What follows belongs to an exercise in optimizing a design on an open flow for small area; a production flow would make more cautious choices. Function was checked by simulation only, so behaviour that the tests miss may differ from the original. Power figures rest on the tool's default switching activity, not on a simulated workload.

==> v16 <==
==> flow/design.v (excerpt) <==
module fix_parser_top (
	input  logic         clk,
	input  logic         rst,
	input  logic [7:0]   byte_i,
	input  logic         byte_valid_i,
	output logic         field_valid_o,
	output logic [31:0]  tag_o,
	output logic [255:0] value_o,
	output logic [5:0]   value_len_o,
	output logic         overflow_o,
	output logic         start_of_header_o,
	output logic         end_of_body_o,
	output logic         msg_done_o,
	output logic         checksum_ok_o,
	output logic [7:0]   checksum_calc_o,
	output logic [7:0]   checksum_recv_o
);
==> module fix_parser_top, before the edit <==
module fix_parser_top (
	input  logic         clk,
	input  logic         rst,
	input  logic [7:0]   byte_i,
	input  logic         byte_valid_i,
	output logic         field_valid_o,
	output logic [31:0]  tag_o,
	output logic [255:0] value_o,
	output logic [5:0]   value_len_o,
	output logic         overflow_o,
	output logic         start_of_header_o,
	output logic         end_of_body_o,
	output logic         msg_done_o,
	output logic         checksum_ok_o,
	output logic [7:0]   checksum_calc_o,
	output logic [7:0]   checksum_recv_o
);
	logic [7:0] lex_byte;
	logic       lex_strobe;
	logic       value_mode;
	always_ff @(posedge clk) begin
		lex_byte <= byte_i;
		lex_strobe <= byte_valid_i && !rst;
	end
	logic act;
	logic is_soh;
	logic is_eq;
	logic tag_char;
	logic val_char;
	assign act = lex_strobe && !rst;
	assign is_soh = (lex_byte == 8'h01);
	assign is_eq = (lex_byte == 8'h3D);
	assign tag_char = act && !is_soh && !value_mode && !is_eq;
	assign val_char = act && !is_soh && value_mode;
	always_ff @(posedge clk) begin
		if (rst) begin
			value_mode <= 1'b0;
		end else if (lex_strobe) begin
			if (is_soh) begin
				value_mode <= 1'b0;
			end else if (is_eq) begin
				value_mode <= 1'b1;
			end
		end
	end
	logic clr;
	assign clr = field_valid_o || rst;
	logic tag_hold;
	logic tag_move;
	assign tag_hold = !tag_char && !clr;
	assign tag_move = tag_char && !clr;
	always_ff @(posedge clk) begin
		tag_o[31:8] <= (tag_o[31:8] & {24{tag_hold}}) | (tag_o[23:0] & {24{tag_move}});
		tag_o[7:0] <= (tag_o[7:0] & {8{tag_hold}}) | (lex_byte & {8{tag_char}});
	end
	logic [7:0] wr_data;
	assign wr_data = clr ? 8'd0 : lex_byte;
	logic [31:0] byte_we;
	always_comb begin
		for (int i = 0; i < 32; i++) begin
			byte_we[i] = val_char && !value_len_o[5] && value_len_o[4:0] == 5'(i);
		end
	end
	always_ff @(posedge clk) begin
		for (int i = 0; i < 32; i++) begin
			value_o[8*i +: 8] <= (value_o[8*i +: 8] & {8{!clr}}) | (lex_byte & {8{byte_we[i]}});
		end
	end
	always_ff @(posedge clk) begin
		if (clr) begin
			value_len_o <= '0;
			overflow_o <= 1'b0;
		end else if (val_char) begin
			if (value_len_o[5]) begin
				overflow_o <= 1'b1;
			end else begin
				value_len_o <= value_len_o + 6'd1;
			end
		end
	end
	logic tag_hdr;
	logic tag_trl;
	assign tag_hdr = (tag_o == 32'h00000038);
	assign tag_trl = (tag_o == 32'h00003130);
	always_ff @(posedge clk) begin
		field_valid_o <= act && is_soh;
		msg_done_o <= field_valid_o && tag_trl && !rst;
	end
	assign start_of_header_o = field_valid_o && tag_hdr;
	assign end_of_body_o = field_valid_o && tag_trl;
	logic [7:0] field_sum;
	logic [7:0] total;
	logic [7:0] sum_in;
	logic [7:0] sum_out;
	assign sum_in = is_soh ? total : lex_byte;
	assign sum_out = field_sum + sum_in;
	always_ff @(posedge clk) begin
		if (rst) begin
			field_sum <= 8'd1;
			total <= '0;
		end else if (lex_strobe) begin
			if (is_soh) begin
				field_sum <= 8'd1;
				if (field_valid_o || !tag_trl) begin
					total <= (tag_hdr && !field_valid_o) ? field_sum : sum_out;
				end
			end else begin
				field_sum <= sum_out;
			end
		end
	end
	assign checksum_calc_o = total - {7'd0, field_valid_o};
	logic [3:0] d0, d1, d2;
	assign d0 = value_o[3:0];
	assign d1 = value_o[11:8];
	assign d2 = value_o[19:16];
	logic digits_ok;
	assign digits_ok = (value_len_o[5:2] == 4'd0) &&
		(value_o[7:4] == 4'h3) && (d0 < 4'd10) &&
		(value_o[15:12] == 4'h3) && (d1 < 4'd10) &&
		(value_o[23:20] == 4'h3) && (d2 < 4'd10);
	logic [7:0] r;
	assign r = {d0, 6'd0} + {d0, 5'd0} + {d0, 2'd0} + {d1, 3'd0} + {d1, 1'd0} + d2;
	logic below_256;
	assign below_256 = (d0 < 4'd2) || (d0 == 4'd2 && (d1 < 4'd5 || (d1 == 4'd5 && d2 < 4'd6)));
	always_ff @(posedge clk) begin
		checksum_recv_o <= r;
		checksum_ok_o <= digits_ok && below_256 && (r == total);
	end
endmodule
Settings: LEC_CHECK=0, CAP_MARGIN=20, CORE_MARGIN=2, CORE_UTILIZATION=40, SLEW_MARGIN=20; clock period 5.0 ns.
standard.sh (not shown) runs the stock make flow with config.mk's settings and CLKGATE_MAP_FILE= SYNTH_SCRIPT=/design/flow/synth_recipe.tcl, a recipe that flattens the netlist after the stock synthesis.
==> flow/flow/run.sh <==
#!/bin/bash
# standard layout with: an area-oriented ABC script in synthesis, the smallest
# buffer on the ports, and a lighter clock tree
set -euo pipefail
here=$(pwd)
export FLOW_SYNTH_TCL="$here/synth_recipe.tcl"
export AREA_ABC_SCRIPT="$here/flow/area.abc"
export BUFFER_PORTS_ARGS="-buffer_cell sky130_fd_sc_hd__buf_1"
export CTS_ARGS="-sink_clustering_enable -repair_clock_nets -dont_use_dummy_load -buf_list sky130_fd_sc_hd__clkbuf_8 -sink_clustering_size 16 -sink_clustering_max_diameter 100"
sed "s#SYNTH_SCRIPT=[^ ]*#SYNTH_SCRIPT=$here/flow/synth_area.tcl#" standard.sh > my_standard.sh
grep -q "SYNTH_SCRIPT=$here/flow/synth_area.tcl" my_standard.sh
bash my_standard.sh > make_flow.log 2>&1
==> flow/flow/area.abc <==
&get -n
&st
&deepsyn -T 60 -S 2
&dch -f
&nf -R 1000
&put
==> flow/flow/synth_area.tcl <==
# The standard synthesis script, with the adders left to ABC (no
# extract_fa) and an area-oriented ABC script for the combinational mapping;
# registers and their names are left as they are
proc extract_fa {args} { puts "extract_fa skipped: adders are mapped by ABC" }
proc abc {args} {
  set i [lsearch -exact $args -script]
  if {$i >= 0} { lset args [expr {$i + 1}] $::env(AREA_ABC_SCRIPT) }
  yosys abc {*}$args
}
source $::env(FLOW_SYNTH_TCL)
==> inputs of v39, as changes to v16 <==
--- a/flow/design.v
+++ b/flow/design.v
@@ -57,25 +57,20 @@
 	end
 	logic clr;
 	assign clr = field_valid_o || rst;
-	logic tag_hold;
-	logic tag_move;
-	assign tag_hold = !tag_char && !clr;
-	assign tag_move = tag_char && !clr;
 	always_ff @(posedge clk) begin
-		tag_o[31:8] <= (tag_o[31:8] & {24{tag_hold}}) | (tag_o[23:0] & {24{tag_move}});
-		tag_o[7:0] <= (tag_o[7:0] & {8{tag_hold}}) | (lex_byte & {8{tag_char}});
+		if (tag_char) begin
+			tag_o <= {clr ? 24'd0 : tag_o[23:0], lex_byte};
+		end else if (clr) begin
+			tag_o <= '0;
+		end
 	end
 	logic [7:0] wr_data;
 	assign wr_data = clr ? 8'd0 : lex_byte;
-	logic [31:0] byte_we;
-	always_comb begin
-		for (int i = 0; i < 32; i++) begin
-			byte_we[i] = val_char && !value_len_o[5] && value_len_o[4:0] == 5'(i);
-		end
-	end
 	always_ff @(posedge clk) begin
 		for (int i = 0; i < 32; i++) begin
-			value_o[8*i +: 8] <= (value_o[8*i +: 8] & {8{!clr}}) | (lex_byte & {8{byte_we[i]}});
+			if (clr || (val_char && !value_len_o[5] && value_len_o[4:0] == 5'(i))) begin
+				value_o[8*i +: 8] <= wr_data;
+			end
 		end
 	end
 	always_ff @(posedge clk) begin
@@ -122,21 +117,25 @@
 		end
 	end
 	assign checksum_calc_o = total - {7'd0, field_valid_o};
-	logic [3:0] d0, d1, d2;
+	logic [3:0]  d0;
+	logic [3:0]  d1;
+	logic [3:0]  d2;
+	logic        digits_ok;
+	logic [10:0] recv_num;
 	assign d0 = value_o[3:0];
 	assign d1 = value_o[11:8];
 	assign d2 = value_o[19:16];
-	logic digits_ok;
-	assign digits_ok = (value_len_o[5:2] == 4'd0) &&
+	assign digits_ok = (value_len_o == 6'd3) &&
 		(value_o[7:4] == 4'h3) && (d0 < 4'd10) &&
 		(value_o[15:12] == 4'h3) && (d1 < 4'd10) &&
 		(value_o[23:20] == 4'h3) && (d2 < 4'd10);
-	logic [7:0] r;
-	assign r = {d0, 6'd0} + {d0, 5'd0} + {d0, 2'd0} + {d1, 3'd0} + {d1, 1'd0} + d2;
+	logic [7:0] tens;
+	assign tens = {d0, 3'b000} + {3'b000, d0, 1'b0} + {4'b0000, d1};
 	logic below_256;
 	assign below_256 = (d0 < 4'd2) || (d0 == 4'd2 && (d1 < 4'd5 || (d1 == 4'd5 && d2 < 4'd6)));
+	assign recv_num = {tens, 3'b000} + {2'b00, tens, 1'b0} + {7'd0, d2};
 	always_ff @(posedge clk) begin
-		checksum_recv_o <= r;
-		checksum_ok_o <= digits_ok && below_256 && (r == total);
+		checksum_recv_o <= recv_num[7:0];
+		checksum_ok_o <= digits_ok && below_256 && (recv_num[7:0] == total);
 	end
 endmodule
==> flow/flow/run.sh (replaced) <==
#!/bin/bash
# standard layout, with the smallest buffer on the ports and a lighter clock tree
set -euo pipefail
export BUFFER_PORTS_ARGS="-buffer_cell sky130_fd_sc_hd__buf_1"
export CTS_ARGS="-sink_clustering_enable -repair_clock_nets -dont_use_dummy_load -buf_list sky130_fd_sc_hd__clkbuf_8 -sink_clustering_size 16 -sink_clustering_max_diameter 100"
bash standard.sh > make_flow.log 2>&1
removed: flow/flow/area.abc
removed: flow/flow/synth_area.tcl
==> comparison <==
v39 finished with timing, DRC and antenna clean. v16 passed the timing, DRC and antenna checks. Of v39 and v16, v39 has the higher clock skew (gap 0.017 ns). Worst setup slack: v39 is worse than v16 (0.068 ns). Core utilization: v39 is lower than v16 (1.1 points). In sequential cell count, v39 and v16 do not differ. Of v16 and v39, v39 has the higher combinational power (gap 74%, measured against v39).

-- separate check: timing with driven ports --
The flow's constraints put no driver on any port. The routed layouts listed below were extracted and timed again, unchanged, in two steps. Step 1 sets driving cells, clkbuf_16 on the clock port and buf_2 on the other inputs (assumed; they add their load-dependent delay and slew). Step 2 also shifts input and output timing later by t, the mid clock arrival at the registers, as if the neighbouring blocks saw the same clock. Three values: ideal, step 1, step 2; two values: the first two.
run	t, ns	slack for setup (ns)	hold slack, ns	worst setup path after step 2	pins driven straight from the clock port
v16	0.612	1.571 / 1.520 / 1.523	0.415 / 0.415 / 0.415	input to register	1
v39	0.597	1.503 / 1.503 / 1.503	0.457 / 0.457 / 0.457	register to register	1
After both steps every run listed still meets setup and hold. For v16, which loses most, drivers alone change the setup slack by -0.051 ns; drivers and shift together by -0.048 ns.
